Context: an optimization exercise on an open-source flow, tuned for small area. The choices shown serve that exercise and are no tape-out recipe. The RTL was checked by simulation tests, not by an equivalence proof against the original design. Power figures rest on the tool's default switching activity, not on a simulated workload.

the reference run:
## dmem_responder
module dmem_responder (
    input  logic        clk,
    input  logic        rst,
    input  logic        MemRead,
    input  logic        MemWrite,
    input  logic [31:0] dir,
    input  logic [31:0] dataIn,
    output logic [31:0] dataOut,
    output logic        ready,
    output logic        stall,
    output logic        misalign
);
Size in the first run: ~3000 cells after synthesis.
clock: 5.0 ns
lec_check: 0
cap_margin: 20
core_margin: 2
core_utilization: 75
cts_buf_list: sky130_fd_sc_hd__clkbuf_16
cts_cluster_diameter: 80
cts_cluster_size: 30
gpl_timing_driven: 0
slew_margin: 20
synth_hierarchical: 1
standard.sh (not shown) runs the stock make flow with config.mk's settings and CLKGATE_MAP_FILE= SYNTH_SCRIPT=/design/flow/synth_recipe.tcl, a recipe that flattens the netlist after the stock synthesis.
==> flow/flow/run.sh <==
#!/bin/bash
# The standard layout, with the port buffers made from the plain buf cell rather than
# the delay cell buffer_ports picks by default (repair may still resize them).
set -euo pipefail
export BUFFER_PORTS_ARGS="-buffer_cell sky130_fd_sc_hd__buf_1"
bash standard.sh > standard.log 2>&1
Relative to the reference run, the following input files were edited for the trial run:
- CTS_CLUSTER_SIZE: 30 -> 32
- GPL_TIMING_DRIVEN: 0 -> unset
- CTS_CLUSTER_DIAMETER: 80 -> 85
### Flow results
Summary of the trial run over the reference run: overall power shows a reduction of 1.3%, first-iteration DRC count shows a reduction of 253, first-pass GRT wire length shows a reduction of about 4%, routability congestion estimate shows an increase of 0.047. The reference run ended up with flip-flop to output port as its category of the most critical setup path; the trial run ended up with input port to output port. Relative to the reference run, wire length decreased by 5900 µm in the trial run. Internal power of the cells (lower): the trial run. The trial run ended with less number of cells on the worst reg-to-reg path than the reference run. The trial run completed; timing, DRC and antenna clean.

* * *

Starting RTL as in the previous note.
Settings: LEC_CHECK=0, CAP_MARGIN=20, CORE_MARGIN=2, CORE_UTILIZATION=70, CTS_BUF_LIST=sky130_fd_sc_hd__clkbuf_16, CTS_CLUSTER_DIAMETER=90, CTS_CLUSTER_SIZE=34, SLEW_MARGIN=20, SYNTH_HIERARCHICAL=1; clock period 5.0 ns.
Scripts as last shown in full above: flow/flow/run.sh
Edit:
--- a/flow/config.mk
+++ b/flow/config.mk
@@ -8,8 +8,8 @@
 export CAP_MARGIN = 20
 export CORE_MARGIN = 2
-export CORE_UTILIZATION = 70
+export CORE_UTILIZATION = 82
 export CTS_BUF_LIST = sky130_fd_sc_hd__clkbuf_16
-export CTS_CLUSTER_DIAMETER = 90
-export CTS_CLUSTER_SIZE = 34
+export CTS_CLUSTER_DIAMETER = 80
+export CTS_CLUSTER_SIZE = 30
 export SLEW_MARGIN = 20
 export SYNTH_HIERARCHICAL = 1
=> This time the run completed, yet does not pass: setup timing; clock-buffer cell count is higher by 9; total power is higher by a few percent; combinational power is higher by a little under a tenth; clock skew is higher by 0.010 ns; cell count is lower by a few percent; utilization is higher by 14 points; die area is lower by about a fifth.
Edit:
--- a/flow/config.mk
+++ b/flow/config.mk
@@ -8,8 +8,8 @@
 export CAP_MARGIN = 20
 export CORE_MARGIN = 2
-export CORE_UTILIZATION = 82
+export CORE_UTILIZATION = 75
 export CTS_BUF_LIST = sky130_fd_sc_hd__clkbuf_16
-export CTS_CLUSTER_DIAMETER = 80
-export CTS_CLUSTER_SIZE = 30
+export CTS_CLUSTER_DIAMETER = 90
+export CTS_CLUSTER_SIZE = 34
 export SLEW_MARGIN = 20
 export SYNTH_HIERARCHICAL = 1
=>
- With this change the flow ran to the end with no violations
- cell area stays flat
- non-clock buffer count is unchanged
- worst setup slack gets better by 0.44 ns
- utilization shrinks by 8.6 points
Edit:
--- a/flow/config.mk
+++ b/flow/config.mk
@@ -7,4 +7,5 @@
 export LEC_CHECK = 0
 export CAP_MARGIN = 20
+export CORE_ASPECT_RATIO = 0.6
 export CORE_MARGIN = 2
 export CORE_UTILIZATION = 75
=> Worst setup slack hardly moves; register-to-register slack is worse by 0.31 ns; via count rises by 2.6%; synthesized cell count does not change; routed wire length went up by 3.6%; total power went up by 0.33%; maximum frequency hardly moves.

* * *

The RTL this note starts from:
==> flow/design.v <==
module dmem_responder (
    input  logic        clk,
    input  logic        rst,
    input  logic        MemRead,
    input  logic        MemWrite,
    input  logic [31:0] dir,
    input  logic [31:0] dataIn,
    output logic [31:0] dataOut,
    output logic        ready,
    output logic        stall,
    output logic        misalign
);
    logic [1:0]  st_q;
    logic        misalign_q;
    logic [1:0]  ph_q;
    logic [5:0]  bidx_q;
    logic [31:0] bdata_q;
    logic [31:0] dout_q;
    logic [31:0] ring_q [0:15][0:3];
    logic        req;
    logic        mis_now;
    logic [5:0]  idx;
    logic        capture;
    logic        hit;
    logic [1:0]  ph_dn;
    logic [15:0] rsel;
    logic [15:0] rwe;
    logic [15:0] rhold;
    logic [31:0] head;
    assign req     = MemRead | MemWrite;
    assign mis_now = (dir[1:0] != 2'b00);
    assign idx     = dir[7:2];
    assign capture = (st_q == 2'd2) && !rst && MemWrite && !mis_now;
    assign ph_dn   = ph_q - 2'd1;
    assign hit     = (idx[1:0] == ph_q);
    assign stall    = !rst && (((st_q == 2'd0) && req) || (st_q == 2'd1) || (st_q == 2'd2));
    assign ready    = (st_q == 2'd3);
    assign misalign = misalign_q;
    always_ff @(posedge clk) begin
        if (rst) begin
            st_q       <= 2'd0;
            misalign_q <= 1'b0;
        end else begin
            case (st_q)
                2'd0:    if (req) st_q <= 2'd1;
                2'd1:    st_q <= 2'd2;
                2'd2: begin
                    st_q <= 2'd3;
                    if (mis_now) misalign_q <= 1'b1;
                end
                default: st_q <= 2'd0;
            endcase
        end
    end
    always_ff @(posedge clk) begin
        ph_q <= ph_dn;
        if (capture) begin
            bidx_q  <= idx;
            bdata_q <= dataIn;
        end
        dout_q <= head | (dout_q & {32{st_q != 2'd0}});
    end
    for (genvar r = 0; r < 16; r++) begin : g_ring
        logic [31:0] load;
        assign rsel[r] = hit && !mis_now && (idx[5:2] == 4'(r));
        assign rwe[r]  = (bidx_q[5:2] == 4'(r)) && (bidx_q[1:0] == ph_dn);
        assign rhold[r] = !rwe[r];
        for (genvar b = 0; b < 32; b++) begin : g_bit
            dmem_ring_load u_load (
                .q   (ring_q[r][3][b]),
                .hold(rhold[r]),
                .d   (bdata_q[b]),
                .load(rwe[r]),
                .y   (load[b])
            );
        end
        always_ff @(posedge clk) begin
            ring_q[r][0] <= load;
            ring_q[r][1] <= ring_q[r][0];
            ring_q[r][2] <= ring_q[r][1];
            ring_q[r][3] <= ring_q[r][2];
        end
    end
    for (genvar b = 0; b < 32; b++) begin : g_rd
        logic [15:0] heads;
        for (genvar r = 0; r < 16; r++) begin : g_r
            assign heads[r] = ring_q[r][0][b];
        end
        logic [5:0] head_n;
        dmem_sel16 u_sel (
            .d  (heads),
            .sel(rsel),
            .n  (head_n)
        );
        assign head[b] = !(&head_n);
    end
    assign dataOut = head | dout_q;
endmodule
module dmem_ring_load (
    input  logic q,
    input  logic hold,
    input  logic d,
    input  logic load,
    output logic y
);
    assign y = (q & hold) | (d & load);
endmodule
module dmem_sel16 (
    input  logic [15:0] d,
    input  logic [15:0] sel,
    output logic [5:0]  n
);
    for (genvar g = 0; g < 5; g++) begin : g_aoi
        dmem_aoi222 u_aoi (
            .a (d[3*g]),   .sa(sel[3*g]),
            .b (d[3*g+1]), .sb(sel[3*g+1]),
            .c (d[3*g+2]), .sc(sel[3*g+2]),
            .y (n[g])
        );
    end
    assign n[5] = !(d[15] && sel[15]);
endmodule
module dmem_aoi222 (
    input  logic a,
    input  logic sa,
    input  logic b,
    input  logic sb,
    input  logic c,
    input  logic sc,
    output logic y
);
    assign y = !((a && sa) || (b && sb) || (c && sc));
endmodule
Settings: LEC_CHECK=0, CAP_MARGIN=20, CORE_MARGIN=2, CORE_UTILIZATION=65, CTS_BUF_LIST=sky130_fd_sc_hd__clkbuf_8 sky130_fd_sc_hd__clkbuf_16, CTS_CLUSTER_DIAMETER=60, CTS_CLUSTER_SIZE=22, SLEW_MARGIN=20, SYNTH_HIERARCHICAL=1; clock period 5.0 ns.
Scripts as last shown in full above: flow/flow/run.sh
The baseline ran to the end with no violations.
Change:
Settings changed: CORE_UTILIZATION 65 to 75, CTS_BUF_LIST sky130_fd_sc_hd__clkbuf_8 sky130_fd_sc_hd__clkbuf_16 to sky130_fd_sc_hd__clkbuf_16, CTS_CLUSTER_DIAMETER 60 to 80, CTS_CLUSTER_SIZE 22 to 30.
What happened:
- The new run produced a clean layout
- non-clock buffer count falls by 14
- via count hardly moves
- worst hold slack improved by 0.012 ns
- fmax fell slightly
- cell area came out lower by a few percent
- setup slack is worse by 0.049 ns
- sequential power stays flat
Change:
Settings changed: CORE_UTILIZATION 75 to 65, CTS_CLUSTER_DIAMETER 80 to 90, CTS_CLUSTER_SIZE 30 to 32.
Clock power shrinks by about 0.9%.
Total power hardly moves.
Sequential share of layout area decreases by 0.39 points.
Final area rose by 0.50%.
Routed wire length decreases by 1.5%.
Change:
Settings changed: CTS_CLUSTER_DIAMETER 90 to 60, CTS_CLUSTER_SIZE 32 to 22.
Result:
- The new run completed without violations
- wire length climbs slightly
- clock skew rises by 0.0082 ns
- first-iteration DRC count is higher by a few percent
- total power increases by a little under a tenth
- global-route usage increases by 0.33 points
- setup slack degrades by 0.018 ns

-- what the ideal ports hide --
The results above use ideal ports. As a check the final layouts listed here were re-extracted and re-timed, cells and wires unchanged. Step 1, drivers: a clkbuf_16 drives clk and a buf_2 each remaining input, both assumed. Step 2 times the ports against the registers' clock, not the clock port: input delays grow and output delays shrink by t, the midpoint of the rising clock arrivals with the driver on. Slacks: no drivers / after step 1 / after step 2; pairs: no drivers / after step 1.
| run | t (ns) | setup WS [ns] | slew at the worst register clock pin (ns) |
|---|---|---|---|
| the reference run | 0.736 | 0.114 / 0.045 / 0.090 | 0.12 / 0.12 |
| the trial run | 0.716 | 0.412 / 0.380 / 0.380 | 0.12 / 0.12 |
| the first run of note 2 | 0.722 | 0.192 / 0.162 / 0.162 | 0.12 / 0.12 |
| the second run of note 2 | 0.747 | -0.026 / -0.052 / -0.046 | 0.13 / 0.13 |
| the third run of note 2 | 0.728 | 0.413 / 0.381 / 0.381 | 0.12 / 0.12 |
| the fourth run of note 2 | 0.740 | 0.412 / 0.392 / 0.392 | 0.12 / 0.12 |
| the first run of note 3 | 0.742 | 0.304 / 0.280 / 0.280 | 0.09 / 0.09 |
| the second run of note 3 | 0.725 | 0.255 / 0.219 / 0.219 | 0.11 / 0.11 |
| the third run of note 3 | 0.738 | 0.303 / 0.277 / 0.277 | 0.12 / 0.12 |
| the fourth run of note 3 | 0.738 | 0.285 / 0.261 / 0.261 | 0.09 / 0.09 |
For the second run of note 3, which loses most, drivers alone change the setup slack by -0.036 ns; drivers and shift together by -0.036 ns.
